Source: an optimization exercise on an open RTL-to-GDS flow (aim: a short achievable clock period and few clock cycles per item). Production flows keep margins and buffers that such runs may drop.
RTL that was checked went through simulation tests only; none was proved equivalent to the original.
No functional check of the RTL was part of runs 1 to 3.
No activity file was given, so power comes from the tool's default toggle rates.

### flow/config.mk
export PLATFORM = sky130hd
export DESIGN_NAME = cache_top
export DESIGN_NICKNAME = cache_top
export VERILOG_FILES = /design/flow/design.v
export SDC_FILE = /design/flow/constraint.sdc
export NUM_CORES = 8
export LEC_CHECK = 0
export ABC_CLOCK_PERIOD_IN_PS = 2500
export CAP_MARGIN = 20
export CORE_MARGIN = 2
export CORE_UTILIZATION = 33
export SETUP_SLACK_MARGIN = 3.5
export SLEW_MARGIN = 20
### flow/constraint.sdc
create_clock -name core_clock -period 6.0 [get_ports {clk}]
set_input_delay 1.2000 -clock core_clock [delete_from_list [all_inputs] [get_ports {clk}]]
set_output_delay 1.2000 -clock core_clock [all_outputs]
set_load 0.01 [all_outputs]
### flow/design.v
`default_nettype none
package cache_pkg;
  localparam int WORD_SEL_BITS = $clog2(4);
  localparam int BEAT_IDX_BITS = $clog2(4);
  localparam int SET_IDX_BITS  = $clog2(8);
  localparam int TAG_BITS      = 30 - SET_IDX_BITS - BEAT_IDX_BITS - WORD_SEL_BITS;
  typedef logic [32-1:0]                     word_t;
  typedef logic [128-1:0]                     beat_t;
  typedef logic [30-1:0]                word_addr_t;
  typedef logic [30-WORD_SEL_BITS-1:0]  beat_addr_t;
  typedef logic [WORD_SEL_BITS-1:0]                  word_sel_t;
  typedef logic [BEAT_IDX_BITS-1:0]                  beat_idx_t;
  typedef logic [SET_IDX_BITS-1:0]                   set_idx_t;
  typedef logic [TAG_BITS-1:0]                       tag_t;
  typedef logic [SET_IDX_BITS+BEAT_IDX_BITS-1:0]     lane_idx_t;   
  typedef enum logic [2:0] {
    IDLE,
    LOOKUP,       
    READ,
    RESPOND,
    EVICT,
    FETCH_REQ,
    FETCH_WAIT
  } ctrl_state_t;
  function automatic logic [WORD_SEL_BITS-1:0] word_sel_of(input logic [30-1:0] addr);
    word_sel_of = addr[WORD_SEL_BITS-1:0];
  endfunction
  function automatic logic [BEAT_IDX_BITS-1:0] beat_of(input logic [30-1:0] addr);
    beat_of = addr[WORD_SEL_BITS +: BEAT_IDX_BITS];
  endfunction
  function automatic logic [SET_IDX_BITS-1:0] set_of(input logic [30-1:0] addr);
    set_of = addr[WORD_SEL_BITS+BEAT_IDX_BITS +: SET_IDX_BITS];
  endfunction
  function automatic logic [TAG_BITS-1:0] tag_of(input logic [30-1:0] addr);
    tag_of = addr[30-1 -: TAG_BITS];
  endfunction
endpackage
`default_nettype wire
`timescale 1ns/100ps
`default_nettype none
module cache_ctrl (
  input  wire logic         clk,
  input  wire logic         reset,
  input  wire logic         cpu_req_valid,
  output logic              cpu_req_ready,
  input  wire logic [29:0]  cpu_req_addr,
  input  wire logic [31:0]  cpu_req_data,
  input  wire logic         cpu_req_write,
  output logic              cpu_resp_valid,
  output logic [31:0]       cpu_resp_data,
  output logic              mem_req_valid,
  input  wire logic         mem_req_ready,
  output logic [27:0]       mem_req_addr,
  output logic              mem_req_rw,
  output logic              mem_req_data_valid,
  input  wire logic         mem_req_data_ready,
  output logic [127:0]      mem_req_data_bits,
  input  wire logic         mem_resp_valid,
  input  wire logic [127:0] mem_resp_data
);
  localparam int RN = 32;   
  logic        a_v, sk_v, b_v;
  logic [29:0] a_addr, sk_addr, b_addr;
  logic [31:0] a_wd, sk_wd, b_wd;
  logic        a_wr, sk_wr, b_wr;
  logic        b_hit, b_pend, b_brdy, b_vd, b_wm, b_blk, b_dsw;
  logic [7:0][22:0] tag_q;
  logic [7:0]       val_q, dirty_q, pend_q;
  logic [7:0]       blk_q;     
  logic [7:0]       chvd_q;    
  logic [7:0][3:0]  brdy_q;
  logic [7:0][15:0] wm_q;      
  logic [7:0][1:0]  cur_q;     
  logic [7:0]       dsw_v;     
  logic [7:0][15:0] dsw_1h;    
  logic [31:0][127:0] arr_q;
  logic [3:0][2:0]   ds_set;
  logic [3:0][22:0]  ds_tag, ds_vtag;
  logic [3:0][1:0]   ds_crit, ds_sw;
  logic [3:0][31:0]  ds_sd;
  logic [3:0]        ds_vd, ds_vb;
  logic [2:0]        aptr, fptr, rq_ptr, fl_ptr;
  logic [2:0]        dcnt;
  logic              desc_free;
  logic [1:0][511:0] vbuf_q;
  logic [1:0]        vb_full;
  logic              vb_w;
  logic [1:0]        vcnt;
  logic              vb_free;
  logic [7:0]        dsel;      
  logic [1:0] rq_cnt, fl_cnt;
  logic       rq_wph, fl_last;
  logic [4:0] credit;
  logic [4:0] outst;
  logic        ft_arm;
  logic [2:0]  ft_set;
  logic [7:0]  ft_s1h;
  logic [1:0]  ft_beat, ft_d;
  logic [31:0] ft_row1h;
  logic         bc_v;
  logic [3:0]   bc_tag;    
  logic [127:0] bc_d;
  logic       cap_v, cap_slot;
  logic [1:0] cap_crit;
  logic [7:0] cap_set1h;
  logic         c_ld, c_st;
  logic [127:0] c_sel;
  logic [31:0]  c_wd;
  logic [4:0]   c_rob;
  logic         e_v;
  logic [31:0]  e_d;
  logic [RN-1:0] e_rob1h;
  logic [RN-1:0][31:0] rob_d;
  logic [RN-1:0]       rob_rdy, rob_wt;
  logic [RN-1:0][3:0]  rob_tag;    
  logic [RN-1:0][1:0]  rob_word;
  logic [5:0]          rob_head, rob_tail;    
  logic [RN-1:0]       rob_t1h;               
  logic [5:0]          rob_occ;               
  logic                rob_ok;
  logic fill_ev, fill_last_ev, pclr_ev, chn_ev, chn_cap, dfs_now;
  logic ft_blk, cap_risk, dfs_risk;
  assign ft_blk       = |(blk_q & ft_s1h);
  assign fill_ev      = mem_resp_valid;
  assign fill_last_ev = mem_resp_valid & fl_last;
  assign pclr_ev      = fill_last_ev & ~ft_blk;          
  assign chn_ev       = fill_last_ev & ft_blk;           
  assign cap_risk     = fl_last & |(chvd_q & ft_s1h);
  assign dfs_risk     = fl_last & |(dsw_v & ft_s1h);
  assign chn_cap      = mem_resp_valid & cap_risk;       
  assign dfs_now      = mem_resp_valid & dfs_risk;       
  logic [2:0]  b_set;
  logic [1:0]  b_beat, b_word;
  logic [22:0] b_tag;
  logic        b_pclr, b_chained;
  logic        go_hit, go_miss, go, stall;
  assign b_set  = b_addr[6:4];
  assign b_beat = b_addr[3:2];
  assign b_word = b_addr[1:0];
  assign b_tag  = b_addr[29:7];
  assign b_pclr    = pclr_ev & (ft_set == b_set);
  assign b_chained = b_pend & ~b_pclr;
  assign go_hit  = b_v & b_hit & rob_ok & ~(b_wr & b_blk) & ~(~b_wr & b_dsw) & ~dfs_risk;
  assign go_miss = b_v & ~b_hit & rob_ok & desc_free & (~b_vd | vb_free)
                 & (~b_pend | ~b_blk) & ~(b_vd & ~b_pend & cap_risk) & ~dfs_risk;
  assign go      = go_hit | go_miss;
  assign stall   = b_v & ~go;
  logic b_rd_ok, ld_wait;
  assign b_rd_ok = ~b_pend | b_brdy | (b_wm & ~b_blk);
  assign ld_wait = ~b_wr & (go_miss | (go_hit & ~b_rd_ok));
  logic [2:0]  a_set;
  logic [1:0]  a_beat;
  logic [22:0] a_tag;
  logic [7:0]  a_tmatch;
  logic        a_same, a_teq, a_weq, a_fs, a_chw;
  logic        n_hit, n_pend, n_brdy, n_vd, n_wm, n_blk, n_dsw;
  assign a_set  = a_addr[6:4];
  assign a_beat = a_addr[3:2];
  assign a_tag  = a_addr[29:7];
  always_comb begin
    for (int s = 0; s < 8; s++) begin
      a_tmatch[s] = val_q[s] & (tag_q[s] == a_tag);
    end
  end
  assign a_same = a_set == b_set;
  assign a_teq  = a_tag == b_tag;
  assign a_weq  = a_addr[3:0] == b_addr[3:0];
  assign a_fs   = ft_set == a_set;
  assign a_chw  = dsw_v[a_set] & dsw_1h[a_set][a_addr[3:0]];
  always_comb begin
    n_hit  = a_tmatch[a_set];
    n_pend = pend_q[a_set] & ~(pclr_ev & a_fs);
    n_brdy = brdy_q[a_set][a_beat] | (fill_ev & ~ft_blk & a_fs & (ft_beat == a_beat));
    n_vd   = val_q[a_set] & dirty_q[a_set];
    n_wm   = (chn_ev & a_fs) ? a_chw : wm_q[a_set][a_addr[3:0]];
    n_blk  = blk_q[a_set] & ~(chn_ev & a_fs);
    n_dsw  = a_chw & ~(chn_ev & a_fs);
    if (a_same & go_miss) begin
      n_hit  = a_teq;
      n_pend = 1'b1;
      n_brdy = 1'b0;
      n_vd   = b_wr;
      n_wm   = b_wr & a_weq & ~b_chained;
      n_blk  = b_chained;
      n_dsw  = b_wr & a_weq & b_chained;
    end else if (a_same & go_hit & b_wr) begin
      n_vd   = 1'b1;
      n_wm   = n_wm | a_weq;
    end
  end
  assign cpu_req_ready = ~sk_v;
  logic accept;
  assign accept = cpu_req_valid & ~sk_v;
  always_ff @(posedge clk) begin
    if (reset) begin
      a_v  <= 1'b0;
      sk_v <= 1'b0;
      b_v  <= 1'b0;
    end else if (stall) begin
      if (accept) sk_v <= 1'b1;
    end else begin
      b_v  <= a_v;
      a_v  <= sk_v | accept;
      sk_v <= 1'b0;
    end
  end
  always_ff @(posedge clk) begin
    if (stall) begin
      if (~sk_v) begin
        sk_addr <= cpu_req_addr;
        sk_wd   <= cpu_req_data;
        sk_wr   <= cpu_req_write;
      end
    end else if (sk_v) begin
      a_addr <= sk_addr;
      a_wd   <= sk_wd;
      a_wr   <= sk_wr;
    end else begin
      a_addr <= cpu_req_addr;
      a_wd   <= cpu_req_data;
      a_wr   <= cpu_req_write;
    end
  end
  logic b_chw;
  assign b_chw = dsw_v[b_set] & dsw_1h[b_set][b_addr[3:0]];
  always_ff @(posedge clk) begin
    if (stall) begin
      if (pclr_ev & (ft_set == b_set)) b_pend <= 1'b0;
      if (fill_ev & ~ft_blk & (ft_set == b_set) & (ft_beat == b_beat)) b_brdy <= 1'b1;
      if (chn_ev & (ft_set == b_set)) begin
        b_blk <= 1'b0;
        b_dsw <= 1'b0;
        b_wm  <= b_chw;
      end
    end else begin
      b_addr <= a_addr;
      b_wd   <= a_wd;
      b_wr   <= a_wr;
      b_hit  <= n_hit;
      b_pend <= n_pend;
      b_brdy <= n_brdy;
      b_vd   <= n_vd;
      b_wm   <= n_wm;
      b_blk  <= n_blk;
      b_dsw  <= n_dsw;
    end
  end
  logic [1:0]  fl_d, fl_dn, tc_beat, ta_beat, ta_d;
  logic [2:0]  tc_set, ta_set;
  logic [31:0] tc_1h, ta_1h;
  logic [4:0]  outst_n;
  assign fl_d    = fl_ptr[1:0];
  assign fl_dn   = fl_d + 2'd1;
  assign outst_n = outst + 5'(mem_req_valid & mem_req_ready & ~mem_req_rw) - 5'(mem_resp_valid);
  always_comb begin
    tc_set  = ds_set[fl_d];
    tc_beat = ds_crit[fl_d] + fl_cnt;
    if (fl_last) begin
      ta_d    = fl_dn;
      ta_set  = ds_set[fl_dn];
      ta_beat = ds_crit[fl_dn];
    end else begin
      ta_d    = fl_d;
      ta_set  = ds_set[fl_d];
      ta_beat = ds_crit[fl_d] + fl_cnt + 2'd1;
    end
    for (int r = 0; r < 32; r++) begin
      tc_1h[r] = {tc_set, tc_beat} == 5'(r);
      ta_1h[r] = {ta_set, ta_beat} == 5'(r);
    end
  end
  always_ff @(posedge clk) begin
    if (reset) begin
      ft_arm <= 1'b0;
      bc_v   <= 1'b0;
    end else begin
      ft_arm <= outst_n != 5'd0;
      bc_v   <= fill_ev;
    end
    for (int i = 0; i < 8; i++) begin
      ft_s1h[i] <= mem_resp_valid ? (ta_set == 3'(i)) : (tc_set == 3'(i));
    end
    if (mem_resp_valid) begin
      ft_set   <= ta_set;
      ft_beat  <= ta_beat;
      ft_d     <= ta_d;
      ft_row1h <= ta_1h;
    end else begin
      ft_set   <= tc_set;
      ft_beat  <= tc_beat;
      ft_d     <= fl_d;
      ft_row1h <= tc_1h;
    end
    bc_tag <= {ft_d, ft_beat};
    bc_d   <= mem_resp_data;
  end
  always_ff @(posedge clk) begin
    if (reset) begin
      val_q   <= '0;
      dirty_q <= '0;
      pend_q  <= '0;
      blk_q   <= '0;
      chvd_q  <= '0;
      dsw_v   <= '0;
    end else begin
      if (pclr_ev) pend_q[ft_set] <= 1'b0;
      if (chn_ev) begin
        blk_q[ft_set]  <= 1'b0;
        chvd_q[ft_set] <= 1'b0;
        dsw_v[ft_set]  <= 1'b0;
      end
      if (go_miss) begin
        val_q[b_set]   <= 1'b1;
        dirty_q[b_set] <= b_wr;
        pend_q[b_set]  <= 1'b1;
        blk_q[b_set]   <= b_chained;
        chvd_q[b_set]  <= b_chained & b_vd;
        dsw_v[b_set]   <= b_chained & b_wr;
      end else if (go_hit & b_wr) begin
        dirty_q[b_set] <= 1'b1;
      end
    end
  end
  logic [15:0] b_w1h;
  logic [7:0]  b_set1h, ft_set1h;
  logic        st_now, wm_clr_b;
  always_comb begin
    for (int i = 0; i < 16; i++) b_w1h[i] = b_addr[3:0] == 4'(i);
    for (int i = 0; i < 8; i++) begin
      b_set1h[i]  = b_set == 3'(i);
      ft_set1h[i] = ft_s1h[i];
    end
  end
  assign st_now   = go & b_wr & ~(go_miss & b_chained);    
  assign wm_clr_b = go_miss & ~b_chained;
  always_ff @(posedge clk) begin
    if (fill_ev & ~ft_blk) begin
      brdy_q[ft_set][ft_beat] <= 1'b1;
    end
    if (go_miss) begin
      tag_q[b_set]  <= b_tag;
      brdy_q[b_set] <= 4'b0000;
      cur_q[b_set]  <= aptr[1:0];
      dsw_1h[b_set] <= b_w1h;
    end
    for (int s = 0; s < 8; s++) begin
      for (int i = 0; i < 16; i++) begin
        if ((st_now & b_set1h[s] & b_w1h[i]) |
            (chn_ev & ft_set1h[s] & dsw_v[s] & dsw_1h[s][i])) begin
          wm_q[s][i] <= 1'b1;
        end else if ((chn_ev & ft_set1h[s]) | (wm_clr_b & b_set1h[s])) begin
          wm_q[s][i] <= 1'b0;
        end
      end
    end
  end
  always_ff @(posedge clk) begin
    for (int r = 0; r < 32; r++) begin
      for (int w = 0; w < 4; w++) begin
        if (ft_arm && ft_row1h[r] && !wm_q[r/4][(r%4)*4+w]) begin
          arr_q[r][w*32 +: 32] <= mem_resp_data[w*32 +: 32];
        end else if (c_st && c_sel[r*4+w]) begin
          arr_q[r][w*32 +: 32] <= c_wd;
        end
      end
    end
  end
  logic [31:0] c_rd;
  always_comb begin
    c_rd = '0;
    for (int i = 0; i < 128; i++) begin
      c_rd = c_rd | ({32{c_sel[i]}} & arr_q[i/4][(i%4)*32 +: 32]);
    end
  end
  logic [511:0] vic_line, vic_rot;
  always_comb begin
    vic_line = '0;
    for (int s = 0; s < 8; s++) begin
      vic_line = vic_line | ({512{cap_set1h[s]}} &
                 {arr_q[s*4+3], arr_q[s*4+2], arr_q[s*4+1], arr_q[s*4]});
    end
    case (cap_crit)
      2'd0:    vic_rot = vic_line;
      2'd1:    vic_rot = {vic_line[127:0], vic_line[511:128]};
      2'd2:    vic_rot = {vic_line[255:0], vic_line[511:256]};
      default: vic_rot = {vic_line[383:0], vic_line[511:384]};
    endcase
  end
  always_ff @(posedge clk) begin
    if (reset) begin
      c_ld <= 1'b0;
      c_st <= 1'b0;
      e_v  <= 1'b0;
    end else begin
      c_ld <= go_hit & ~b_wr & b_rd_ok;
      c_st <= st_now | dfs_now;
      e_v  <= c_ld;
    end
  end
  logic [127:0] b_sel1h, dfs_sel1h;
  always_comb begin
    for (int i = 0; i < 128; i++) begin
      b_sel1h[i]   = b_addr[6:0] == 7'(i);
      dfs_sel1h[i] = ft_set1h[i/16] & dsw_1h[i/16][i%16];
    end
  end
  always_ff @(posedge clk) begin
    c_sel <= dfs_now ? dfs_sel1h : b_sel1h;
    c_wd  <= dfs_now ? ds_sd[cur_q[ft_set]] : b_wd;
    c_rob <= rob_tail[4:0];
    for (int i = 0; i < RN; i++) begin
      e_rob1h[i] <= c_rob == 5'(i);
    end
    e_d   <= c_rd;
  end
  logic [1:0] ad;
  logic       free_ev;
  assign ad      = aptr[1:0];
  assign free_ev = (fptr != aptr) & (fptr != rq_ptr) & (fptr != fl_ptr);
  always_ff @(posedge clk) begin
    if (reset) begin
      aptr      <= 3'd0;
      fptr      <= 3'd0;
      dcnt      <= 3'd0;
      desc_free <= 1'b1;
      cap_v     <= 1'b0;
    end else begin
      if (go_miss) aptr <= aptr + 3'd1;
      if (free_ev) fptr <= fptr + 3'd1;
      case ({go_miss, free_ev})
        2'b10: begin
          dcnt      <= dcnt + 3'd1;
          desc_free <= dcnt != 3'd3;
        end
        2'b01: begin
          dcnt      <= dcnt - 3'd1;
          desc_free <= 1'b1;
        end
        default: begin
          desc_free <= dcnt != 3'd4;
        end
      endcase
      cap_v <= (go_miss & b_vd & ~b_chained) | chn_cap;
    end
  end
  always_ff @(posedge clk) begin
    if (desc_free) begin
      ds_set[ad]  <= b_set;
      ds_tag[ad]  <= b_tag;
      ds_vtag[ad] <= tag_q[b_set];
      ds_crit[ad] <= b_beat;
      ds_vd[ad]   <= b_vd;
      ds_vb[ad]   <= vb_w;
      ds_sw[ad]   <= b_word;
      ds_sd[ad]   <= b_wd;
    end
    if (chn_cap) begin
      cap_slot <= ds_vb[cur_q[ft_set]];
      cap_crit <= ds_crit[cur_q[ft_set]];
      for (int s = 0; s < 8; s++) begin
        cap_set1h[s] <= ft_set == 3'(s);
      end
    end else begin
      cap_slot <= vb_w;
      cap_crit <= b_beat;
      for (int s = 0; s < 8; s++) begin
        cap_set1h[s] <= b_set == 3'(s);
      end
    end
    if (cap_v) begin
      vbuf_q[cap_slot] <= vic_rot;
    end
  end
  logic req_free, rq_pend;
  logic [1:0] rq_d, rq_beat;
  assign req_free = ~mem_req_valid | mem_req_ready;
  assign rq_pend  = rq_ptr != aptr;
  assign rq_d     = rq_ptr[1:0];
  assign rq_beat  = ds_crit[rq_d] + rq_cnt;
  logic dat_acc;
  assign dat_acc = mem_req_data_valid & mem_req_data_ready;
  logic wr_issue;
  assign wr_issue = req_free & rq_pend & rq_wph & (credit != 5'd0);
  always_ff @(posedge clk) begin
    if (reset) begin
      mem_req_valid <= 1'b0;
      rq_cnt        <= 2'd0;
      rq_wph        <= 1'b0;
      rq_ptr        <= 3'd0;
      credit        <= 5'd0;
      outst         <= 5'd0;
    end else begin
      credit <= credit + 5'(dat_acc) - 5'(wr_issue);
      outst  <= outst_n;
      if (req_free) begin
        if (rq_pend) begin
          if (~rq_wph) begin
            mem_req_valid <= 1'b1;
            mem_req_addr  <= {ds_tag[rq_d], ds_set[rq_d], rq_beat};
            mem_req_rw    <= 1'b0;
            rq_cnt        <= rq_cnt + 2'd1;
            if (rq_cnt == 2'd3) begin
              if (ds_vd[rq_d]) rq_wph <= 1'b1;
              else rq_ptr <= rq_ptr + 3'd1;
            end
          end else if (credit != 5'd0) begin
            mem_req_valid <= 1'b1;
            mem_req_addr  <= {ds_vtag[rq_d], ds_set[rq_d], rq_beat};
            mem_req_rw    <= 1'b1;
            rq_cnt        <= rq_cnt + 2'd1;
            if (rq_cnt == 2'd3) begin
              rq_wph <= 1'b0;
              rq_ptr <= rq_ptr + 3'd1;
            end
          end else begin
            mem_req_valid <= 1'b0;
          end
        end else begin
          mem_req_valid <= go_miss;
          mem_req_addr  <= {b_tag, b_set, b_beat};
          mem_req_rw    <= 1'b0;
          if (go_miss) rq_cnt <= 2'd1;
        end
      end
    end
  end
  logic dat_free, dat_send, vb_done;
  logic [127:0] dsel_beat;
  assign dat_free = ~mem_req_data_valid | mem_req_data_ready;
  assign dat_send = dat_free & (|(dsel[3:0]) ? vb_full[0] : vb_full[1]);
  assign vb_done  = dat_send & (dsel[3] | dsel[7]);
  always_comb begin
    dsel_beat = '0;
    for (int i = 0; i < 8; i++) begin
      dsel_beat = dsel_beat | ({128{dsel[i]}} & vbuf_q[i/4][(i%4)*128 +: 128]);
    end
  end
  always_ff @(posedge clk) begin
    if (reset) begin
      mem_req_data_valid <= 1'b0;
      dsel               <= 8'd1;
      vb_full            <= 2'b00;
      vb_w               <= 1'b0;
      vcnt               <= 2'd0;
      vb_free            <= 1'b1;
    end else begin
      if (dat_free) mem_req_data_valid <= dat_send;
      if (dat_send) dsel <= {dsel[6:0], dsel[7]};
      if (vb_done) vb_full[dsel[7]] <= 1'b0;
      if (cap_v) vb_full[cap_slot] <= 1'b1;
      if (go_miss & b_vd) vb_w <= ~vb_w;
      case ({go_miss & b_vd, vb_done})
        2'b10: begin
          vcnt    <= vcnt + 2'd1;
          vb_free <= vcnt == 2'd0;
        end
        2'b01: begin
          vcnt    <= vcnt - 2'd1;
          vb_free <= 1'b1;
        end
        default: begin
          vb_free <= vcnt != 2'd2;
        end
      endcase
    end
    if (dat_send) mem_req_data_bits <= dsel_beat;
  end
  always_ff @(posedge clk) begin
    if (reset) begin
      fl_cnt  <= 2'd0;
      fl_last <= 1'b0;
      fl_ptr  <= 3'd0;
    end else if (mem_resp_valid) begin
      fl_cnt  <= fl_cnt + 2'd1;
      fl_last <= fl_cnt == 2'd2;
      if (fl_last) fl_ptr <= fl_ptr + 3'd1;
    end
  end
  logic rob_out;
  assign rob_out = rob_rdy[rob_head[4:0]];    
  always_ff @(posedge clk) begin
    if (reset) begin
      rob_rdy        <= '0;
      rob_wt         <= '0;
      rob_head       <= 6'd0;
      rob_tail       <= 6'd0;
      rob_t1h        <= RN'(1);
      rob_occ        <= 6'd0;
      rob_ok         <= 1'b1;
      cpu_resp_valid <= 1'b0;
    end else begin
      rob_occ <= rob_tail - rob_head;
      rob_ok  <= rob_occ < 6'(RN - 3);
      if (go) begin
        rob_tail <= rob_tail + 6'd1;
        rob_t1h  <= {rob_t1h[RN-2:0], rob_t1h[RN-1]};
      end
      for (int i = 0; i < RN; i++) begin
        if (go && rob_t1h[i]) begin
          rob_rdy[i] <= b_wr;
          rob_wt[i]  <= ld_wait;
        end
        if (e_v && e_rob1h[i]) rob_rdy[i] <= 1'b1;
        if (bc_v && rob_wt[i] && rob_tag[i] == bc_tag) begin
          rob_rdy[i] <= 1'b1;
          rob_wt[i]  <= 1'b0;
        end
      end
      cpu_resp_valid <= rob_out;
      if (rob_out) begin
        rob_rdy[rob_head[4:0]] <= 1'b0;
        rob_head               <= rob_head + 6'd1;
      end
    end
  end
  always_ff @(posedge clk) begin
    for (int i = 0; i < RN; i++) begin
      if (rob_t1h[i]) begin
        rob_tag[i]  <= {go_miss ? aptr[1:0] : cur_q[b_set], b_beat};
        rob_word[i] <= b_word;
      end
      if (e_v && e_rob1h[i]) begin
        rob_d[i] <= e_d;
      end else if (rob_wt[i] && rob_tag[i] == bc_tag) begin
        rob_d[i] <= bc_d[rob_word[i]*32 +: 32];
      end
    end
    cpu_resp_data <= rob_d[rob_head[4:0]];
  end
endmodule
`default_nettype wire
`timescale 1ns/100ps
`default_nettype none
module cache_top (
  input  wire logic                  clk,
  input  wire logic                  reset,
  input  wire logic                  cpu_req_valid,
  output logic                       cpu_req_ready,
  input  wire cache_pkg::word_addr_t cpu_req_addr,
  input  wire cache_pkg::word_t      cpu_req_data,
  input  wire logic                  cpu_req_write,
  output logic                       cpu_resp_valid,
  output cache_pkg::word_t           cpu_resp_data,
  output logic                       mem_req_valid,
  input  wire logic                  mem_req_ready,
  output cache_pkg::beat_addr_t      mem_req_addr,
  output logic                       mem_req_rw,
  output logic                       mem_req_data_valid,
  input  wire logic                  mem_req_data_ready,
  output cache_pkg::beat_t           mem_req_data_bits,
  input  wire logic                  mem_resp_valid,
  input  wire cache_pkg::beat_t      mem_resp_data
);
  cache_ctrl u_cache_ctrl (
    .clk                (clk),
    .reset              (reset),
    .cpu_req_valid      (cpu_req_valid),
    .cpu_req_ready      (cpu_req_ready),
    .cpu_req_addr       (cpu_req_addr),
    .cpu_req_data       (cpu_req_data),
    .cpu_req_write      (cpu_req_write),
    .cpu_resp_valid     (cpu_resp_valid),
    .cpu_resp_data      (cpu_resp_data),
    .mem_req_valid      (mem_req_valid),
    .mem_req_ready      (mem_req_ready),
    .mem_req_addr       (mem_req_addr),
    .mem_req_rw         (mem_req_rw),
    .mem_req_data_valid (mem_req_data_valid),
    .mem_req_data_ready (mem_req_data_ready),
    .mem_req_data_bits  (mem_req_data_bits),
    .mem_resp_valid     (mem_resp_valid),
    .mem_resp_data      (mem_resp_data)
  );
endmodule
`default_nettype wire
### flow/run.sh
#!/bin/bash
# synth_recipe.tcl (not shown) runs the flow's synth.tcl, then flattens the netlist and writes it again
# the make line also repeats each setting of config.mk as NAME=value (left out here)
make -C /OpenROAD-flow-scripts/flow DESIGN_CONFIG=/design/flow/config.mk WORK_HOME=/design/flow/orfs CLKGATE_MAP_FILE= SYNTH_SCRIPT=/design/flow/synth_recipe.tcl finish
==> run summary, run 1 <==
status=stopped before the end; Failed at=5_1_grt; First Err=[ERROR GRT-0232] Routing congestion too high. Check the congestion heatmap in the GUI.; hpwl dp=2270 mm; Synth Warn #=1; DIE HEIGHT=1.14 mm; hold_buf cts=0; syn nets=30212; commonest cells in the synthesized netlist=edfxtp_1, mux2_2, clkbuf_1; Final GP Congestion=1.09; Mapped Area=0.428 mm2; post-synth top area cell=edfxtp_1; number of synthesized register bits=8189; Mapped Cells=29956; # IOs=390; most common cell in the synthesized netlist=edfxtp_1; gr ovfl total=13; CTS H-tree depth=6; IO Port Bufs=389; largest net degree at the start of global routing=188; Starting Density=33.1%; Max clock buf depth=5; Post-synth top flop=edfxtp_1; gr usage total=62.3%; clk sinks=8189; ys async rst share=0%; worst slack, placed=1.51 ns; top-area cell type share of the netlist area=51.6%; register area share after synthesis=55.5%; Synth area leaders=edfxtp_1, mux2_2, mux4_2; placed cells=45456; Die Span X=1.14 mm; Synth cell types=73; Avg Cell Area, Syn=14.3 um2; num rows=418; EDFF count, synth=7357; CTS Buf Count=957; clock root buffer=clkbuf_16
how the worst max path moves through the flow:
stage | start | cells past startpoint | slack [ns] | endpoint
after floorplan | u_cache_ctrl.cap_v | 1 | -2.37 | flip-flop
after detailed placement | mem_resp_valid | 9 | 1.51 | u_cache_ctrl.b_wm
after global placement | mem_resp_valid | 4 | 0.26 | u_cache_ctrl.c_sel[101]
after CTS | u_cache_ctrl.mem_req_data_bits[34] | 1 | 2.54 | mem_req_data_bits[34]
layer usage:
metal,track usage (%),overflow
met2,72.0,0
met4,55.0,10
met1,65.3,0
met3,52.6,3
met5,38.5,0
what timing repair did:
| item | in CTS |
|---|---|
| setup endpoints to repair | 13609 |
| buffers inserted | 3062 |
| gates resized for setup | 8100 |
| pin swaps | 1010 |
| gates cloned | 498 |
| hold endpoints to repair | 0 |
power groups by stage:
stage / combinational (mW) / clock [mW] / sequential, mW
2_1_floorplan: 21.3 / 0 / 70.8
3_3_place_gp: 38.8 / 0 / 74.7
3_5_place_dp: 40.1 / 0 / 74.3
4_1_cts: 53.3 / 62.3 / 72.7
stage by stage:
stage                     hold slack [ns]  power (mW)  cell area, um2
after floorplan                     0.310        92.1          428000
after global placement              0.319         114          458000
after detailed placement            0.324         114          459000
after CTS                           0.176         188          570000
kinds of logic after synthesis:
group	count (synthesis)	share of synthesized area, %
flops	8189	55.5
mux	7437	24.9
compound gates	6213	10.9
buf+inv	4180	3.68
simple gates	3472	3.98
xor+xnor	406	0.831
fa+ha+maj	59	0.180
==> run 2, diff against run 1 <==
--- a/flow/config.mk
+++ b/flow/config.mk
@@ -8,6 +8,6 @@
 export ABC_CLOCK_PERIOD_IN_PS = 2500
 export CAP_MARGIN = 20
 export CORE_MARGIN = 2
-export CORE_UTILIZATION = 33
+export CORE_UTILIZATION = 28
 export SETUP_SLACK_MARGIN = 3.5
 export SLEW_MARGIN = 20
==> run 2 against run 1 <==
  * The run again fails in 5_1_grt
  * Area after synthesis unchanged
  * Synthesized cell count unchanged
==> run summary, run 2 <==
Synth Warn #=1; commonest cells in the synthesized netlist=edfxtp_1, mux2_2, clkbuf_1; Die Span X=1.24 mm; CTS H-tree depth=6; IO Port Bufs=389; status=stopped before the end; gr usage total=51.4%; register area share after synthesis=55.5%; post-synth top area cell=edfxtp_1; hpwl dp=2200 mm; syn nets=30212; Mapped Cells=29956; # IOs=390; Placed Area=0.462 mm2; clk sinks=8189; top-area cell type share of the netlist area=51.6%; ys async rst share=0%; Synth area leaders=edfxtp_1, mux2_2, mux4_2; Mapped Area=0.428 mm2; First Err=[ERROR GRT-0232] Routing congestion too high. Check the congestion heatmap in the GUI.; gr ovfl total=1; CTS Buf Count=931; Avg Cell Area, Syn=14.3 um2; DIE HEIGHT=1.24 mm; Final GP Congestion=1.11; Starting Density=28.0%; EDFF count, synth=7357; Max clock buf depth=5; most common cell in the synthesized netlist=edfxtp_1; largest net degree at the start of global routing=185; Post-synth top flop=edfxtp_1; hold_buf cts=0; clock root buffer=clkbuf_16; num rows=454; number of synthesized register bits=8189; Failed at=5_1_grt; Synth cell types=73
[run 2: cell counts after synthesis]
No cell type changed its count.
[run 2: routing by layer]
| layer | global-route usage [%] | GRT overflow |
|---|---|---|
| met2 | 60.2 | 0 |
| met3 | 44.9 | 1 |
| met1 | 52.2 | 0 |
| met5 | 32.4 | 0 |
| met4 | 45.1 | 0 |
[run 2: through the flow]
| stage | TNS, ns | power, mW | setup slack (ns) | std cells | utilization, % |
|---|---|---|---|---|---|
| after CTS | 0 | 183 | 2.16 | 53108 | 36.1 |
| after floorplan | -1777.11 | 92.1 | -2.37 | 29956 | - |
| after detailed placement | 0 | 114 | 1.31 | 48518 | 30.2 |
| after global placement | 0 | 113 | 1.21 | 48495 | 30.2 |
[run 2: power groups by stage]
stage               logic [mW]  registers [mW]  clock network, mW
detailed placement        39.1            74.5                  0
floorplan                 21.3            70.8                  0
CTS                       49.8            72.8               60.4
global placement          38.5            74.4                  0
[run 2: kinds of logic after synthesis]
kind of cell | share of synthesized area, %
flops | 55.5
mux | 24.9
compound gates | 10.9
buf+inv | 3.68
simple gates | 3.98
xor+xnor | 0.831
fa+ha+maj | 0.180
[run 2: worst max path at each step]
stage	start	endpoint	slack, ns	depth (start not counted)
4_1_cts	u_cache_ctrl.mem_req_data_bits[28]	mem_req_data_bits[28]	2.16	1
3_5_place_dp	mem_resp_valid	u_cache_ctrl.wm_q[103]	1.31	10
3_3_place_gp	mem_resp_valid	u_cache_ctrl.ft_arm	1.21	12
2_1_floorplan	u_cache_ctrl.cap_v	flip-flop	-2.37	1
[run 2: timing repair]
item | in CTS
gates cloned | 436
buffers inserted | 2413
pin swaps | 1047
setup endpoints to repair | 13757
hold endpoints to repair | 0
gates resized for setup | 5911
==> run 3, diff against run 2 <==
--- a/flow/design.v
+++ b/flow/design.v
@@ -58,7 +58,8 @@
   input  wire logic         mem_resp_valid,
   input  wire logic [127:0] mem_resp_data
 );
-  localparam int RN = 32;   
+  localparam int RN = 32;            
+  localparam int RB = $clog2(RN);
   logic        a_v, sk_v, b_v;
   logic [29:0] a_addr, sk_addr, b_addr;
   logic [31:0] a_wd, sk_wd, b_wd;
@@ -87,16 +88,17 @@
   logic              vb_w;
   logic [1:0]        vcnt;
   logic              vb_free;
-  logic [7:0]        dsel;      
+  logic [1:0][1:0]   vb_crit;   
+  logic              vb_r;      
+  logic [1:0]        vb_cnt;    
   logic [1:0] rq_cnt, fl_cnt;
   logic       rq_wph, fl_last;
   logic [4:0] credit;
   logic [4:0] outst;
-  logic        ft_arm;
   logic [2:0]  ft_set;
   logic [7:0]  ft_s1h;
   logic [1:0]  ft_beat, ft_d;
-  logic [31:0] ft_row1h;
+  logic [31:0] ft_row1h;    
   logic         bc_v;
   logic [3:0]   bc_tag;    
   logic [127:0] bc_d;
@@ -104,9 +106,10 @@
   logic [1:0] cap_crit;
   logic [7:0] cap_set1h;
   logic         c_ld, c_st;
-  logic [127:0] c_sel;
+  logic [31:0]  c_rsel;     
+  logic [3:0]   c_lsel;     
   logic [31:0]  c_wd;
-  logic [4:0]   c_rob;
+  logic [RB-1:0] c_rob;
   logic         e_v;
   logic [31:0]  e_d;
   logic [RN-1:0] e_rob1h;
@@ -114,9 +117,9 @@
   logic [RN-1:0]       rob_rdy, rob_wt;
   logic [RN-1:0][3:0]  rob_tag;    
   logic [RN-1:0][1:0]  rob_word;
-  logic [5:0]          rob_head, rob_tail;    
+  logic [RB:0]         rob_head, rob_tail;    
   logic [RN-1:0]       rob_t1h;               
-  logic [5:0]          rob_occ;               
+  logic [RB:0]         rob_occ;               
   logic                rob_ok;
   logic fill_ev, fill_last_ev, pclr_ev, chn_ev, chn_cap, dfs_now;
   logic ft_blk, cap_risk, dfs_risk;
@@ -207,9 +210,9 @@
   always_ff @(posedge clk) begin
     if (stall) begin
       if (~sk_v) begin
-        sk_addr <= cpu_req_addr;
-        sk_wd   <= cpu_req_data;
-        sk_wr   <= cpu_req_write;
+        sk_addr <= cpu_req_addr & {30{cpu_req_valid}};
+        sk_wd   <= cpu_req_data & {32{cpu_req_valid}};
+        sk_wr   <= cpu_req_write & cpu_req_valid;
       end
     end else if (sk_v) begin
       a_addr <= sk_addr;
@@ -251,7 +254,7 @@
   logic [4:0]  outst_n;
   assign fl_d    = fl_ptr[1:0];
   assign fl_dn   = fl_d + 2'd1;
-  assign outst_n = outst + 5'(mem_req_valid & mem_req_ready & ~mem_req_rw) - 5'(mem_resp_valid);
+  assign outst_n = outst + 5'(mem_req_valid & mem_req_ready & ~rq_rw_h) - 5'(mem_resp_valid);
   always_comb begin
     tc_set  = ds_set[fl_d];
     tc_beat = ds_crit[fl_d] + fl_cnt;
@@ -271,11 +274,12 @@
   end
   always_ff @(posedge clk) begin
     if (reset) begin
-      ft_arm <= 1'b0;
-      bc_v   <= 1'b0;
+      ft_row1h <= '0;
+      bc_v     <= 1'b0;
     end else begin
-      ft_arm <= outst_n != 5'd0;
-      bc_v   <= fill_ev;
+      if (outst_n == 5'd0) ft_row1h <= '0;
+      else ft_row1h <= mem_resp_valid ? ta_1h : tc_1h;
+      bc_v     <= fill_ev;
     end
     for (int i = 0; i < 8; i++) begin
       ft_s1h[i] <= mem_resp_valid ? (ta_set == 3'(i)) : (tc_set == 3'(i));
@@ -284,15 +288,13 @@
       ft_set   <= ta_set;
       ft_beat  <= ta_beat;
       ft_d     <= ta_d;
-      ft_row1h <= ta_1h;
     end else begin
       ft_set   <= tc_set;
       ft_beat  <= tc_beat;
       ft_d     <= fl_d;
-      ft_row1h <= tc_1h;
     end
     bc_tag <= {ft_d, ft_beat};
-    bc_d   <= mem_resp_data;
+    bc_d   <= mem_resp_data & {128{mem_resp_valid}};    
   end
   always_ff @(posedge clk) begin
     if (reset) begin
@@ -357,34 +359,33 @@
   always_ff @(posedge clk) begin
     for (int r = 0; r < 32; r++) begin
       for (int w = 0; w < 4; w++) begin
-        if (ft_arm && ft_row1h[r] && !wm_q[r/4][(r%4)*4+w]) begin
+        if (ft_row1h[r] && !wm_q[r/4][(r%4)*4+w]) begin
           arr_q[r][w*32 +: 32] <= mem_resp_data[w*32 +: 32];
-        end else if (c_st && c_sel[r*4+w]) begin
+        end else if (c_st && c_rsel[r] && c_lsel[w]) begin
           arr_q[r][w*32 +: 32] <= c_wd;
         end
       end
     end
   end
-  logic [31:0] c_rd;
+  logic [127:0] c_beat;
+  logic [31:0]  c_rd;
   always_comb begin
+    c_beat = '0;
+    for (int r = 0; r < 32; r++) begin
+      c_beat = c_beat | ({128{c_rsel[r]}} & arr_q[r]);
+    end
     c_rd = '0;
-    for (int i = 0; i < 128; i++) begin
-      c_rd = c_rd | ({32{c_sel[i]}} & arr_q[i/4][(i%4)*32 +: 32]);
+    for (int w = 0; w < 4; w++) begin
+      c_rd = c_rd | ({32{c_lsel[w]}} & c_beat[w*32 +: 32]);
     end
   end
-  logic [511:0] vic_line, vic_rot;
+  logic [511:0] vic_line;
   always_comb begin
     vic_line = '0;
     for (int s = 0; s < 8; s++) begin
       vic_line = vic_line | ({512{cap_set1h[s]}} &
                  {arr_q[s*4+3], arr_q[s*4+2], arr_q[s*4+1], arr_q[s*4]});
     end
-    case (cap_crit)
-      2'd0:    vic_rot = vic_line;
-      2'd1:    vic_rot = {vic_line[127:0], vic_line[511:128]};
-      2'd2:    vic_rot = {vic_line[255:0], vic_line[511:256]};
-      default: vic_rot = {vic_line[383:0], vic_line[511:384]};
-    endcase
   end
   always_ff @(posedge clk) begin
     if (reset) begin
@@ -397,19 +398,25 @@
       e_v  <= c_ld;
     end
   end
-  logic [127:0] b_sel1h, dfs_sel1h;
+  logic [31:0] b_rsel1h, dfs_rsel1h;
+  logic [3:0]  b_lsel1h, dfs_lsel1h;
   always_comb begin
-    for (int i = 0; i < 128; i++) begin
-      b_sel1h[i]   = b_addr[6:0] == 7'(i);
-      dfs_sel1h[i] = ft_set1h[i/16] & dsw_1h[i/16][i%16];
+    for (int r = 0; r < 32; r++) begin
+      b_rsel1h[r]   = b_addr[6:2] == 5'(r);
+      dfs_rsel1h[r] = ft_set1h[r/4] & |(dsw_1h[r/4][(r%4)*4 +: 4]);
+    end
+    for (int w = 0; w < 4; w++) begin
+      b_lsel1h[w]   = b_addr[1:0] == 2'(w);
+      dfs_lsel1h[w] = dsw_1h[ft_set][w] | dsw_1h[ft_set][4+w] | dsw_1h[ft_set][8+w] | dsw_1h[ft_set][12+w];
     end
   end
   always_ff @(posedge clk) begin
-    c_sel <= dfs_now ? dfs_sel1h : b_sel1h;
+    c_rsel <= dfs_now ? dfs_rsel1h : b_rsel1h;
+    c_lsel <= dfs_now ? dfs_lsel1h : b_lsel1h;
     c_wd  <= dfs_now ? ds_sd[cur_q[ft_set]] : b_wd;
-    c_rob <= rob_tail[4:0];
+    c_rob <= rob_tail[RB-1:0];
     for (int i = 0; i < RN; i++) begin
-      e_rob1h[i] <= c_rob == 5'(i);
+      e_rob1h[i] <= c_rob == RB'(i);
     end
     e_d   <= c_rd;
   end
@@ -468,9 +475,12 @@
       end
     end
     if (cap_v) begin
-      vbuf_q[cap_slot] <= vic_rot;
+      vbuf_q[cap_slot]  <= vic_line;
+      vb_crit[cap_slot] <= cap_crit;
     end
   end
+  logic        rq_ld, rq_rw_n, rq_rw_h;
+  logic [27:0] rq_addr_n, rq_addr_h;
   logic req_free, rq_pend;
   logic [1:0] rq_d, rq_beat;
   assign req_free = ~mem_req_valid | mem_req_ready;
@@ -496,8 +506,6 @@
         if (rq_pend) begin
           if (~rq_wph) begin
             mem_req_valid <= 1'b1;
-            mem_req_addr  <= {ds_tag[rq_d], ds_set[rq_d], rq_beat};
-            mem_req_rw    <= 1'b0;
             rq_cnt        <= rq_cnt + 2'd1;
             if (rq_cnt == 2'd3) begin
               if (ds_vd[rq_d]) rq_wph <= 1'b1;
@@ -505,8 +513,6 @@
             end
           end else if (credit != 5'd0) begin
             mem_req_valid <= 1'b1;
-            mem_req_addr  <= {ds_vtag[rq_d], ds_set[rq_d], rq_beat};
-            mem_req_rw    <= 1'b1;
             rq_cnt        <= rq_cnt + 2'd1;
             if (rq_cnt == 2'd3) begin
               rq_wph <= 1'b0;
@@ -517,18 +523,47 @@
           end
         end else begin
           mem_req_valid <= go_miss;
-          mem_req_addr  <= {b_tag, b_set, b_beat};
-          mem_req_rw    <= 1'b0;
           if (go_miss) rq_cnt <= 2'd1;
         end
       end
     end
   end
+  always_comb begin
+    rq_ld = req_free;
+    if (~rq_pend) begin
+      rq_addr_n = {b_tag, b_set, b_beat};
+      rq_rw_n   = 1'b0;
+    end else if (~rq_wph) begin
+      rq_addr_n = {ds_tag[rq_d], ds_set[rq_d], rq_beat};
+      rq_rw_n   = 1'b0;
+    end else begin
+      rq_addr_n = {ds_vtag[rq_d], ds_set[rq_d], rq_beat};
+      rq_rw_n   = 1'b1;
+    end
+  end
+  always_ff @(posedge clk) begin
+    if (reset) begin
+      rq_addr_h <= '0;
+      rq_rw_h   <= 1'b0;
+    end else if (rq_ld) begin
+      rq_addr_h <= rq_addr_n;
+      rq_rw_h   <= rq_rw_n;
+    end
+    mem_req_addr <= rq_ld ? rq_addr_n : rq_addr_h;
+    mem_req_rw   <= rq_ld ? rq_rw_n : rq_rw_h;
+  end
   logic dat_free, dat_send, vb_done;
-  logic [127:0] dsel_beat;
+  logic         vb_r_n;
+  logic [1:0]   vb_cnt_n, crit_n, dbeat_n;
+  logic [7:0]   dsel;        
+  logic [127:0] dsel_beat, dbits_h;
   assign dat_free = ~mem_req_data_valid | mem_req_data_ready;
-  assign dat_send = dat_free & (|(dsel[3:0]) ? vb_full[0] : vb_full[1]);
-  assign vb_done  = dat_send & (dsel[3] | dsel[7]);
+  assign dat_send = dat_free & vb_full[vb_r];
+  assign vb_done  = dat_send & (vb_cnt == 2'd3);
+  assign vb_r_n   = vb_done ? ~vb_r : vb_r;
+  assign vb_cnt_n = vb_cnt + 2'(dat_send);
+  assign crit_n   = (cap_v && cap_slot == vb_r_n) ? cap_crit : vb_crit[vb_r_n];
+  assign dbeat_n  = crit_n + vb_cnt_n;
   always_comb begin
     dsel_beat = '0;
     for (int i = 0; i < 8; i++) begin
@@ -538,6 +573,8 @@
   always_ff @(posedge clk) begin
     if (reset) begin
       mem_req_data_valid <= 1'b0;
+      vb_r               <= 1'b0;
+      vb_cnt             <= 2'd0;
       dsel               <= 8'd1;
       vb_full            <= 2'b00;
       vb_w               <= 1'b0;
@@ -545,8 +582,12 @@
       vb_free            <= 1'b1;
     end else begin
       if (dat_free) mem_req_data_valid <= dat_send;
-      if (dat_send) dsel <= {dsel[6:0], dsel[7]};
-      if (vb_done) vb_full[dsel[7]] <= 1'b0;
+      vb_cnt <= vb_cnt_n;
+      for (int i = 0; i < 8; i++) dsel[i] <= {vb_r_n, dbeat_n} == 3'(i);
+      if (vb_done) begin
+        vb_r          <= ~vb_r;
+        vb_full[vb_r] <= 1'b0;
+      end
       if (cap_v) vb_full[cap_slot] <= 1'b1;
       if (go_miss & b_vd) vb_w <= ~vb_w;
       case ({go_miss & b_vd, vb_done})
@@ -563,7 +604,9 @@
         end
       endcase
     end
-    if (dat_send) mem_req_data_bits <= dsel_beat;
+    if (reset) dbits_h <= '0;
+    else if (dat_send) dbits_h <= dsel_beat;
+    mem_req_data_bits <= dat_send ? dsel_beat : dbits_h;
   end
   always_ff @(posedge clk) begin
     if (reset) begin
@@ -577,22 +620,22 @@
     end
   end
   logic rob_out;
-  assign rob_out = rob_rdy[rob_head[4:0]];    
+  assign rob_out = rob_rdy[rob_head[RB-1:0]];    
   always_ff @(posedge clk) begin
     if (reset) begin
       rob_rdy        <= '0;
       rob_wt         <= '0;
-      rob_head       <= 6'd0;
-      rob_tail       <= 6'd0;
+      rob_head       <= '0;
+      rob_tail       <= '0;
       rob_t1h        <= RN'(1);
-      rob_occ        <= 6'd0;
+      rob_occ        <= '0;
       rob_ok         <= 1'b1;
       cpu_resp_valid <= 1'b0;
     end else begin
       rob_occ <= rob_tail - rob_head;
-      rob_ok  <= rob_occ < 6'(RN - 3);
+      rob_ok  <= rob_occ < (RB+1)'(RN - 3);
       if (go) begin
-        rob_tail <= rob_tail + 6'd1;
+        rob_tail <= rob_tail + 1'b1;
         rob_t1h  <= {rob_t1h[RN-2:0], rob_t1h[RN-1]};
       end
       for (int i = 0; i < RN; i++) begin
@@ -608,8 +651,8 @@
       end
       cpu_resp_valid <= rob_out;
       if (rob_out) begin
-        rob_rdy[rob_head[4:0]] <= 1'b0;
-        rob_head               <= rob_head + 6'd1;
+        rob_rdy[rob_head[RB-1:0]] <= 1'b0;
+        rob_head                  <= rob_head + 1'b1;
       end
     end
   end
@@ -625,7 +668,7 @@
         rob_d[i] <= bc_d[rob_word[i]*32 +: 32];
       end
     end
-    cpu_resp_data <= rob_d[rob_head[4:0]];
+    cpu_resp_data <= rob_d[rob_head[RB-1:0]];
   end
 endmodule
 `default_nettype wire
--- a/flow/config.mk
+++ b/flow/config.mk
@@ -7,7 +7,10 @@
 export LEC_CHECK = 0
 export ABC_CLOCK_PERIOD_IN_PS = 2500
 export CAP_MARGIN = 20
+export CELL_PAD_IN_SITES_DETAIL_PLACEMENT = 1
 export CORE_MARGIN = 2
-export CORE_UTILIZATION = 28
+export CORE_UTILIZATION = 40
+export PLACE_DENSITY = 0.46
 export SETUP_SLACK_MARGIN = 3.5
 export SLEW_MARGIN = 20
+export TNS_END_PERCENT = 10
==> run 3 against run 2 <==
  * Area after synthesis shrank 2.0%
  * Synthesized cell count down 0.16%
  * Now clean on timing, DRC and antenna
==> run summary, run 3 <==
clock transition at the registers of the reported paths=0.07 ns; Final GP Congestion=0.956; post-synth top area cell=edfxtp_1; Synth cell types=79; Min Hold Slack=0.407 ns; vias post-DR=342020; EDFF count, synth=7204; crit path time final=3.47 ns; max cap viols=0; Final Core Density=46.9%; cell count along the critical path=8; crit-path cells=buf_4 -> buf_12 -> buf_16 -> a221oi_2 -> nand3_1 -> o41ai_4 -> buf_6 -> nand4_1; crit path kind=reg -> reg; Initial DRC Count=72812; num rows=376; nets@finish=29706; crit path launch=u_cache_ctrl.c_rsel[27]; Layout fillers=100863; placed cells=41621; Relative slew margins=7.66%; layout cells sized above 1=38.8%; reg-to-reg endpoint=u_cache_ctrl.e_d[0]; power share of the sequential group=42.0%; Synth area leaders=edfxtp_1, mux2_2, mux4_2; Final Hold Viols=0; WP buf/inv=4; CORE AREA=1.05 mm2; Layout area overhead=17.1%; Starting Density=40.1%; unrepaired setup endpoints after global routing=yes; average wire per cell in the routed design=55.4 um; Die ar.=1.06 mm2; FMAX=288 MHz; TNS Setup=0 ns; ys async rst share=0%; cells on worst reg2reg path=8; gr ovfl total=0; Peak supply drop=0.000328 V; most common cell in the synthesized netlist=edfxtp_1; commonest cells in the synthesized netlist=edfxtp_1, mux2_2, a22oi_1; largest net degree at the start of global routing=119; crit share post-route=57.8%; Pleak=163 nW; clock latency (worst-skew pair)=1.28 ns; final setup fails=0; delay-heaviest family, CP=compound AO/OA/AOI/OAI gates; WP data arrival=4.37 ns; initial antenna violation count=365; number of synthesized register bits=8260; first-pass GRT wire length=3160 mm; IO Port Bufs=389; Max clock buf depth=5; count of pins over their slew limit=0; CP Launch Type=flip-flop; clk_skew=0.0976 ns; worst reg2reg setup slack=2.53 ns; CTS Buf Count=940; Vias/cell=7.64; hold_buf cts=0; vias in the first global route=318204; CP endpoint kind=flip-flop; top-area cell type share of the netlist area=51.6%; Synth Warn #=1; commonest non-fill, non-tap cell in the layout=edfxtp_1; drt pass-1 iters=9; register area share after synthesis=56.6%; internal power=118 mW; hpwl dp=1400 mm; Net Sw Frac=33.4%; power per cell area=359 mW/mm2; Combinational Power Share=24.0%; gr usage total=44.6%; Crit path required time=6.90 ns; Slowest cell on crit path=o41ai_4; clock root buffer=clkbuf_16; most frequent cells in the layout=edfxtp_1, mux2_2, a22oi_1; worst-margin pin slew=1.39 ns; post-route ant nets=0; CP endpoint=u_cache_ctrl.e_d[0]; TritonCTS clock tree=built; # DRC=0; Die Span X=1.03 mm; Pwr Total=177 mW; Max FO, Critical Path=15; Mapped Area=0.419 mm2; Final Instance Count excl. Fillers=44788; Hold/Removal Path Class=reg -> reg; RR Startpoint=u_cache_ctrl.c_rsel[27]; CTS H-tree depth=6; clock power share=34.1%; # IOs=390; slowest stage delay, CP=0.67 ns; status=no timing/DRC/antenna violations; Avg Cell Area, Syn=14.0 um2; syn nets=30167; Mapped Cells=29908; DIE HEIGHT=1.03 mm; clk sinks=8260; Post-synth top flop=edfxtp_1; drt total wl=2480 mm; Switch Pwr=58.9 mW
## run 3: cells by family after synthesis
family                     after synthesis  share of synthesized area, %
AOI/OAI and AO/OA                     6492                          11.6
xor gates and xnor gates               409                         0.856
adders and majority gates               62                         0.192
buffers and inverters                 4195                          3.78
DFF                                   8260                          56.6
muxes                                 6920                          22.7
and+or+nand+nor                       3570                          4.25
## run 3: final cells by class
cell class                 instances  area [um2]  share of cell area, %
multi-input combinational      17519      175000                   35.6
sequential                      8260      238000                   48.5
timing repair buffer            2390       26900                   5.48
clock buffer                    1294       26300                   5.36
tap                            13986       17500                   3.56
clock inverter                   481        4680                  0.953
antenna                          522        1310                  0.266
inverter                         332        1370                  0.279
timing repair inverter             4        35.0                0.00713
## run 3: worst min-delay path by stage
| stage | slack [ns] | depth (start not counted) | from | end |
|---|---|---|---|---|
| 3_5_place_dp | 0.40 | 0 | u_cache_ctrl.rob_tail[0] | u_cache_ctrl.c_rob[0] |
| 2_1_floorplan | 0.31 | 0 | u_cache_ctrl.ft_d[0] | u_cache_ctrl.bc_tag[2] |
| 3_3_place_gp | 0.40 | 0 | u_cache_ctrl.rob_tail[0] | u_cache_ctrl.c_rob[0] |
| 4_1_cts | 0.40 | 3 | mem_resp_valid | u_cache_ctrl.fl_cnt[1] |
| 6_report | 0.41 | 0 | u_cache_ctrl.rob_tail[0] | u_cache_ctrl.c_rob[0] |
| 5_1_grt | 0.42 | 0 | u_cache_ctrl.rob_tail[4] | u_cache_ctrl.c_rob[4] |
## run 3: worst register-to-register path: stages, from the launching register on
cell and delay [ns]:
dfxtp_4 0.45, buf_4 0.21, buf_12 0.15, buf_16 0.21, a221oi_2 0.31, nand3_1 0.20, o41ai_4 0.68, buf_6 0.32
nand4_1 0.59
## run 3: power groups by stage
stage	logic, mW	registers [mW]	clock network, mW
after floorplan	20.8	71.7	0
after global placement	35.3	75.4	0
after detailed placement	36.4	75.2	0
after CTS	39.4	73.8	60.0
after global routing	42.3	74.1	62.0
final	42.3	74.1	60.2
## run 3: stage by stage
stage / setup WS [ns] / area [um2]
after floorplan: -2.61 / 420000
after global placement: 1.10 / 441000
after detailed placement: 1.09 / 441000
after CTS: 2.73 / 483000
after global routing: 2.70 / 491000
final: 2.53 / 491000
## run 3: timing repair
item | CTS | global route
resized for setup | 1825 | 547
setup buffers | 368 | 349
pin swaps | 189 | 121
cloned | 103 | 41
setup endpoints to repair | 9397 | 8169
## run 3: metal layers
layer | global-route usage (%) | up-vias | part of all wire [%]
li1 | - | 120038 | -
met1 | 58.0 | 179083 | 36
met2 | 61.8 | 34372 | 40
met3 | 16.2 | 8367 | 15
met4 | 30.8 | 160 | 8.7
met5 | 0.00895 | - | 0.071
==> run 4, diff against run 3 <==
--- a/flow/design.v
+++ b/flow/design.v
@@ -88,7 +88,7 @@
   logic              vb_w;
   logic [1:0]        vcnt;
   logic              vb_free;
-  logic [1:0][1:0]   vb_crit;   
+  logic [1:0][3:0]   vb_pos;    
   logic              vb_r;      
   logic [1:0]        vb_cnt;    
   logic [1:0] rq_cnt, fl_cnt;
@@ -99,8 +99,7 @@
   logic [7:0]  ft_s1h;
   logic [1:0]  ft_beat, ft_d;
   logic [31:0] ft_row1h;    
-  logic         bc_v;
-  logic [3:0]   bc_tag;    
+  logic [RN-1:0] bc_hit;   
   logic [127:0] bc_d;
   logic       cap_v, cap_slot;
   logic [1:0] cap_crit;
@@ -275,11 +274,9 @@
   always_ff @(posedge clk) begin
     if (reset) begin
       ft_row1h <= '0;
-      bc_v     <= 1'b0;
     end else begin
       if (outst_n == 5'd0) ft_row1h <= '0;
       else ft_row1h <= mem_resp_valid ? ta_1h : tc_1h;
-      bc_v     <= fill_ev;
     end
     for (int i = 0; i < 8; i++) begin
       ft_s1h[i] <= mem_resp_valid ? (ta_set == 3'(i)) : (tc_set == 3'(i));
@@ -293,7 +290,6 @@
       ft_beat  <= tc_beat;
       ft_d     <= fl_d;
     end
-    bc_tag <= {ft_d, ft_beat};
     bc_d   <= mem_resp_data & {128{mem_resp_valid}};    
   end
   always_ff @(posedge clk) begin
@@ -476,7 +472,6 @@
     end
     if (cap_v) begin
       vbuf_q[cap_slot]  <= vic_line;
-      vb_crit[cap_slot] <= cap_crit;
     end
   end
   logic        rq_ld, rq_rw_n, rq_rw_h;
@@ -553,17 +548,12 @@
     mem_req_rw   <= rq_ld ? rq_rw_n : rq_rw_h;
   end
   logic dat_free, dat_send, vb_done;
-  logic         vb_r_n;
-  logic [1:0]   vb_cnt_n, crit_n, dbeat_n;
   logic [7:0]   dsel;        
   logic [127:0] dsel_beat, dbits_h;
   assign dat_free = ~mem_req_data_valid | mem_req_data_ready;
   assign dat_send = dat_free & vb_full[vb_r];
   assign vb_done  = dat_send & (vb_cnt == 2'd3);
-  assign vb_r_n   = vb_done ? ~vb_r : vb_r;
-  assign vb_cnt_n = vb_cnt + 2'(dat_send);
-  assign crit_n   = (cap_v && cap_slot == vb_r_n) ? cap_crit : vb_crit[vb_r_n];
-  assign dbeat_n  = crit_n + vb_cnt_n;
+  assign dsel     = vb_r ? {vb_pos[1], 4'b0000} : {4'b0000, vb_pos[0]};
   always_comb begin
     dsel_beat = '0;
     for (int i = 0; i < 8; i++) begin
@@ -575,20 +565,24 @@
       mem_req_data_valid <= 1'b0;
       vb_r               <= 1'b0;
       vb_cnt             <= 2'd0;
-      dsel               <= 8'd1;
       vb_full            <= 2'b00;
       vb_w               <= 1'b0;
       vcnt               <= 2'd0;
       vb_free            <= 1'b1;
     end else begin
       if (dat_free) mem_req_data_valid <= dat_send;
-      vb_cnt <= vb_cnt_n;
-      for (int i = 0; i < 8; i++) dsel[i] <= {vb_r_n, dbeat_n} == 3'(i);
+      if (dat_send) begin
+        vb_cnt         <= vb_cnt + 2'd1;
+        vb_pos[vb_r]   <= {vb_pos[vb_r][2:0], vb_pos[vb_r][3]};
+      end
       if (vb_done) begin
         vb_r          <= ~vb_r;
         vb_full[vb_r] <= 1'b0;
       end
-      if (cap_v) vb_full[cap_slot] <= 1'b1;
+      if (cap_v) begin
+        vb_full[cap_slot] <= 1'b1;
+        for (int b = 0; b < 4; b++) vb_pos[cap_slot][b] <= cap_crit == 2'(b);
+      end
       if (go_miss & b_vd) vb_w <= ~vb_w;
       case ({go_miss & b_vd, vb_done})
         2'b10: begin
@@ -621,6 +615,8 @@
   end
   logic rob_out;
   assign rob_out = rob_rdy[rob_head[RB-1:0]];    
+  logic [3:0] new_tag;
+  assign new_tag = {go_miss ? aptr[1:0] : cur_q[b_set], b_beat};
   always_ff @(posedge clk) begin
     if (reset) begin
       rob_rdy        <= '0;
@@ -644,7 +640,7 @@
           rob_wt[i]  <= ld_wait;
         end
         if (e_v && e_rob1h[i]) rob_rdy[i] <= 1'b1;
-        if (bc_v && rob_wt[i] && rob_tag[i] == bc_tag) begin
+        if (bc_hit[i]) begin
           rob_rdy[i] <= 1'b1;
           rob_wt[i]  <= 1'b0;
         end
@@ -659,15 +655,19 @@
   always_ff @(posedge clk) begin
     for (int i = 0; i < RN; i++) begin
       if (rob_t1h[i]) begin
-        rob_tag[i]  <= {go_miss ? aptr[1:0] : cur_q[b_set], b_beat};
+        rob_tag[i]  <= new_tag;
         rob_word[i] <= b_word;
       end
       if (e_v && e_rob1h[i]) begin
         rob_d[i] <= e_d;
-      end else if (rob_wt[i] && rob_tag[i] == bc_tag) begin
+      end else if (bc_hit[i]) begin
         rob_d[i] <= bc_d[rob_word[i]*32 +: 32];
       end
     end
+    for (int i = 0; i < RN; i++) begin
+      bc_hit[i] <= fill_ev & ((rob_wt[i] & (rob_tag[i] == {ft_d, ft_beat})) |
+                              (go & rob_t1h[i] & ld_wait & (new_tag == {ft_d, ft_beat})));
+    end
     cpu_resp_data <= rob_d[rob_head[RB-1:0]];
   end
 endmodule
--- a/flow/config.mk
+++ b/flow/config.mk
@@ -9,8 +9,8 @@
 export CAP_MARGIN = 20
 export CELL_PAD_IN_SITES_DETAIL_PLACEMENT = 1
 export CORE_MARGIN = 2
-export CORE_UTILIZATION = 40
-export PLACE_DENSITY = 0.46
+export CORE_UTILIZATION = 36
+export PLACE_DENSITY = 0.42
 export SETUP_SLACK_MARGIN = 3.5
 export SLEW_MARGIN = 20
 export TNS_END_PERCENT = 10
==> run 4 against run 3 <==
  * Fmax grew 2.1%
  * Still clean
  * Non-clock buffer count grew 251
  * Global-route usage shrank 3.5 points
  * Highest routed layer unchanged
  * Worst hold slack lost 0.11 ns
==> run summary, run 4 <==
clock root buffer=clkbuf_16; Combinational Power Share=22.2%; Layout fillers=114532; Max FO, Critical Path=15; CTS H-tree depth=6; max cap viols=0; most common cell in the synthesized netlist=edfxtp_1; RR Startpoint=u_cache_ctrl.c_rsel[13]; count of pins over their slew limit=0; WP buf/inv=1; post-synth top area cell=edfxtp_1; vias post-DR=338212; average wire per cell in the routed design=54.6 um; top-area cell type share of the netlist area=51.5%; hpwl dp=1480 mm; drt pass-1 iters=7; clock transition at the registers of the reported paths=0.06 ns; vias in the first global route=318631; layout cells sized above 1=39.5%; CP endpoint kind=flip-flop; GR peak layer=met2; num rows=396; commonest cells in the synthesized netlist=edfxtp_1, mux2_2, a22oi_1; CTS Buf Count=969; cell count along the critical path=5; register area share after synthesis=56.6%; Peak supply drop=0.000284 V; worst-margin pin slew=1.44 ns; first-pass GRT wire length=3240 mm; gr ovfl total=0; Slowest cell on crit path=o41ai_4; Crit path required time=6.97 ns; FMAX=294 MHz; Net Sw Frac=32.5%; hold_buf cts=0; crit path launch=u_cache_ctrl.c_rsel[13]; slowest stage delay, CP=1.26 ns; initial antenna violation count=373; TritonCTS clock tree=built; Switch Pwr=56.2 mW; cells on worst reg2reg path=5; crit-path cells=buf_16 -> a22oi_1 -> nand4_1 -> o41ai_4 -> nand4_1; DIE HEIGHT=1.08 mm; status=no timing/DRC/antenna violations; EDFF count, synth=7208; M3 GR Usage=13.2%; Synth area leaders=edfxtp_1, mux2_2, mux4_2; CP Launch Type=flip-flop; crit share post-route=56.6%; Pleak=167 nW; ys async rst share=0%; clock latency (worst-skew pair)=1.31 ns; Synth cell types=83; clk sinks=8283; clk_skew=0.0901 ns; post-route ant nets=0; # IOs=390; Relative slew margins=4.16%; final setup fails=0; delay-heaviest family, CP=compound AO/OA/AOI/OAI gates; nets@finish=30046; Final Instance Count excl. Fillers=46770; Initial DRC Count=66133; Mapped Area=0.420 mm2; Synth Warn #=1; placed cells=43361; grt met1 use=54.3%; most frequent cells in the layout=edfxtp_1, mux2_2, a22oi_1; internal power=117 mW; crit path time final=3.40 ns; Die Span X=1.08 mm; clock power share=36.0%; WP data arrival=4.37 ns; Max clock buf depth=5; CORE AREA=1.16 mm2; unrepaired setup endpoints after global routing=yes; commonest non-fill, non-tap cell in the layout=edfxtp_1; # DRC=0; Post-synth top flop=edfxtp_1; power share of the sequential group=41.8%; largest net degree at the start of global routing=128; Mapped Cells=29896; number of synthesized register bits=8283; drt total wl=2550 mm; Hold/Removal Path Class=in -> reg; Pwr Total=173 mW; Final Hold Viols=0; met2 Usage GRT=58.0%; Starting Density=36.1%; Die ar.=1.18 mm2; IO Port Bufs=389; crit path kind=reg -> reg; reg-to-reg endpoint=u_cache_ctrl.e_d[19]; gr usage total=41.1%; Layout area overhead=18.5%; CP endpoint=u_cache_ctrl.e_d[19]; Final GP Congestion=0.942; CP dominant cell by count=nand4_1; Vias/cell=7.23; worst reg2reg setup slack=2.60 ns; power per cell area=348 mW/mm2; syn nets=30153; Avg Cell Area, Syn=14.1 um2
run 4: layout make-up:
| class | instances | area (um2) | area share (%) |
|---|---|---|---|
| clock buffer | 1325 | 27300 | 5.48 |
| timing repair buffer | 2641 | 29200 | 5.87 |
| multi-input combinational | 17432 | 174000 | 35.0 |
| tap | 15522 | 19400 | 3.90 |
| sequential | 8283 | 239000 | 48.0 |
| inverter | 456 | 1860 | 0.374 |
| clock inverter | 509 | 5160 | 1.04 |
| timing repair inverter | 6 | 47.5 | 0.00955 |
| antenna | 596 | 1490 | 0.300 |
run 4: worst min-delay path by stage:
| stage | startpoint | to | slack, ns | cells past startpoint |
|---|---|---|---|---|
| 5_1_grt | reset | u_cache_ctrl.vb_cnt[0] | 0.31 | 2 |
| 2_1_floorplan | u_cache_ctrl.rob_tail[4] | u_cache_ctrl.c_rob[4] | 0.38 | 0 |
| 3_5_place_dp | u_cache_ctrl.a_wd[25] | u_cache_ctrl.b_wd[25] | 0.41 | 0 |
| 3_3_place_gp | u_cache_ctrl.a_wd[2] | u_cache_ctrl.b_wd[2] | 0.40 | 0 |
| 4_1_cts | reset | u_cache_ctrl.rq_ptr[1] | 0.26 | 2 |
| 6_report | reset | u_cache_ctrl.vb_cnt[1] | 0.30 | 2 |
run 4: through the flow:
stage	cell area (um2)	TNS [ns]	hold WS (ns)	utilization, %	setup slack, ns
2_1_floorplan	420000	-2784.31	0.379	-	-2.66
3_3_place_gp	445000	0	0.402	38.2	0.486
3_5_place_dp	445000	0	0.406	38.3	0.725
4_1_cts	489000	0	0.261	42.0	2.71
5_1_grt	497000	0	0.313	42.8	2.78
6_report	498000	0	0.298	42.8	2.60
run 4: metal layers:
layer	wire, um	vias to the layer above
met4	199000	168
met5	1820	-
li1	-	120798
met1	957000	179913
met3	347000	7056
met2	1050000	30277
run 4: logic make-up (layout without fill, tap and decap cells):
| family | Yosys count | in the layout | synth area share [%] |
|---|---|---|---|
| AO/OA/AOI/OAI | 6345 | 6347 | 11.4 |
| flip-flops | 8283 | 8283 | 56.6 |
| other | 0 | 596 | 0 |
| adder cells (fa/ha/maj) | 60 | 60 | 0.186 |
| AND/OR/NAND/NOR | 3572 | 3612 | 4.23 |
| buffers and inverters | 4223 | 4937 | 3.81 |
| XOR/XNOR | 408 | 408 | 0.851 |
| multiplexers | 7005 | 7005 | 22.9 |
run 4: what timing repair did:
| action | CTS | global route |
|---|---|---|
| setup buffers | 502 | 346 |
| resized for setup | 1618 | 886 |
| hold endpoints to repair | 0 | 0 |
| cloned | 70 | 54 |
| endpoints found under the setup margin | 9677 | 8932 |
| pin swaps | 197 | 177 |
run 4: power by group through the flow:
stage	Combinational [mW]	Sequential [mW]	Clock [mW]
finish	38.4	72.4	62.4
detailed placement	33.2	73.7	0
floorplan	18.8	70.7	0
global placement	32.4	73.8	0
global route	38.7	72.4	64.5
CTS	36.0	72.1	62.5
run 4: worst register-to-register path: cells and delay by family, from the launching register on:
family	cells	cell delay, ns
AOI/OAI and AO/OA	2	1.63
buffers and inverters	1	0.22
and+or+nand+nor	2	0.79
DFF	1	0.45
Testbench counts of run 4, summed over its fixed seeds: cycles 17,476, ops 12,000.

==> afterwards: timing with drivers on the ports <==
The flow's constraints put no driver on any port. The routed layouts listed below were extracted and timed again, unchanged, in two steps. Step 1, drivers: a clkbuf_16 drives clk and a buf_2 each remaining input, both assumed. Step 2 moves the port delays by t, midway between the first and last clock arrival at a register: inputs arrive t later, outputs are due t later. That takes back most of the time a late clock gives input paths. Slacks: ideal ports / drivers / drivers and shift; pairs: ideal ports / drivers.
| run | t (ns) | slack for setup (ns) | hold slack, ns |
|---|---|---|---|
| run 3 | 1.411 | 2.530 / 2.530 / 2.018 | 0.407 / 0.332 / 0.407 |
| run 4 | 1.434 | 2.602 / 2.602 / 1.944 | 0.298 / 0.162 / 0.418 |
After both steps every run listed still meets setup and hold. The setup slack of run 4, which loses most, moves by 0.000 ns with the drivers and by -0.658 ns with both steps.
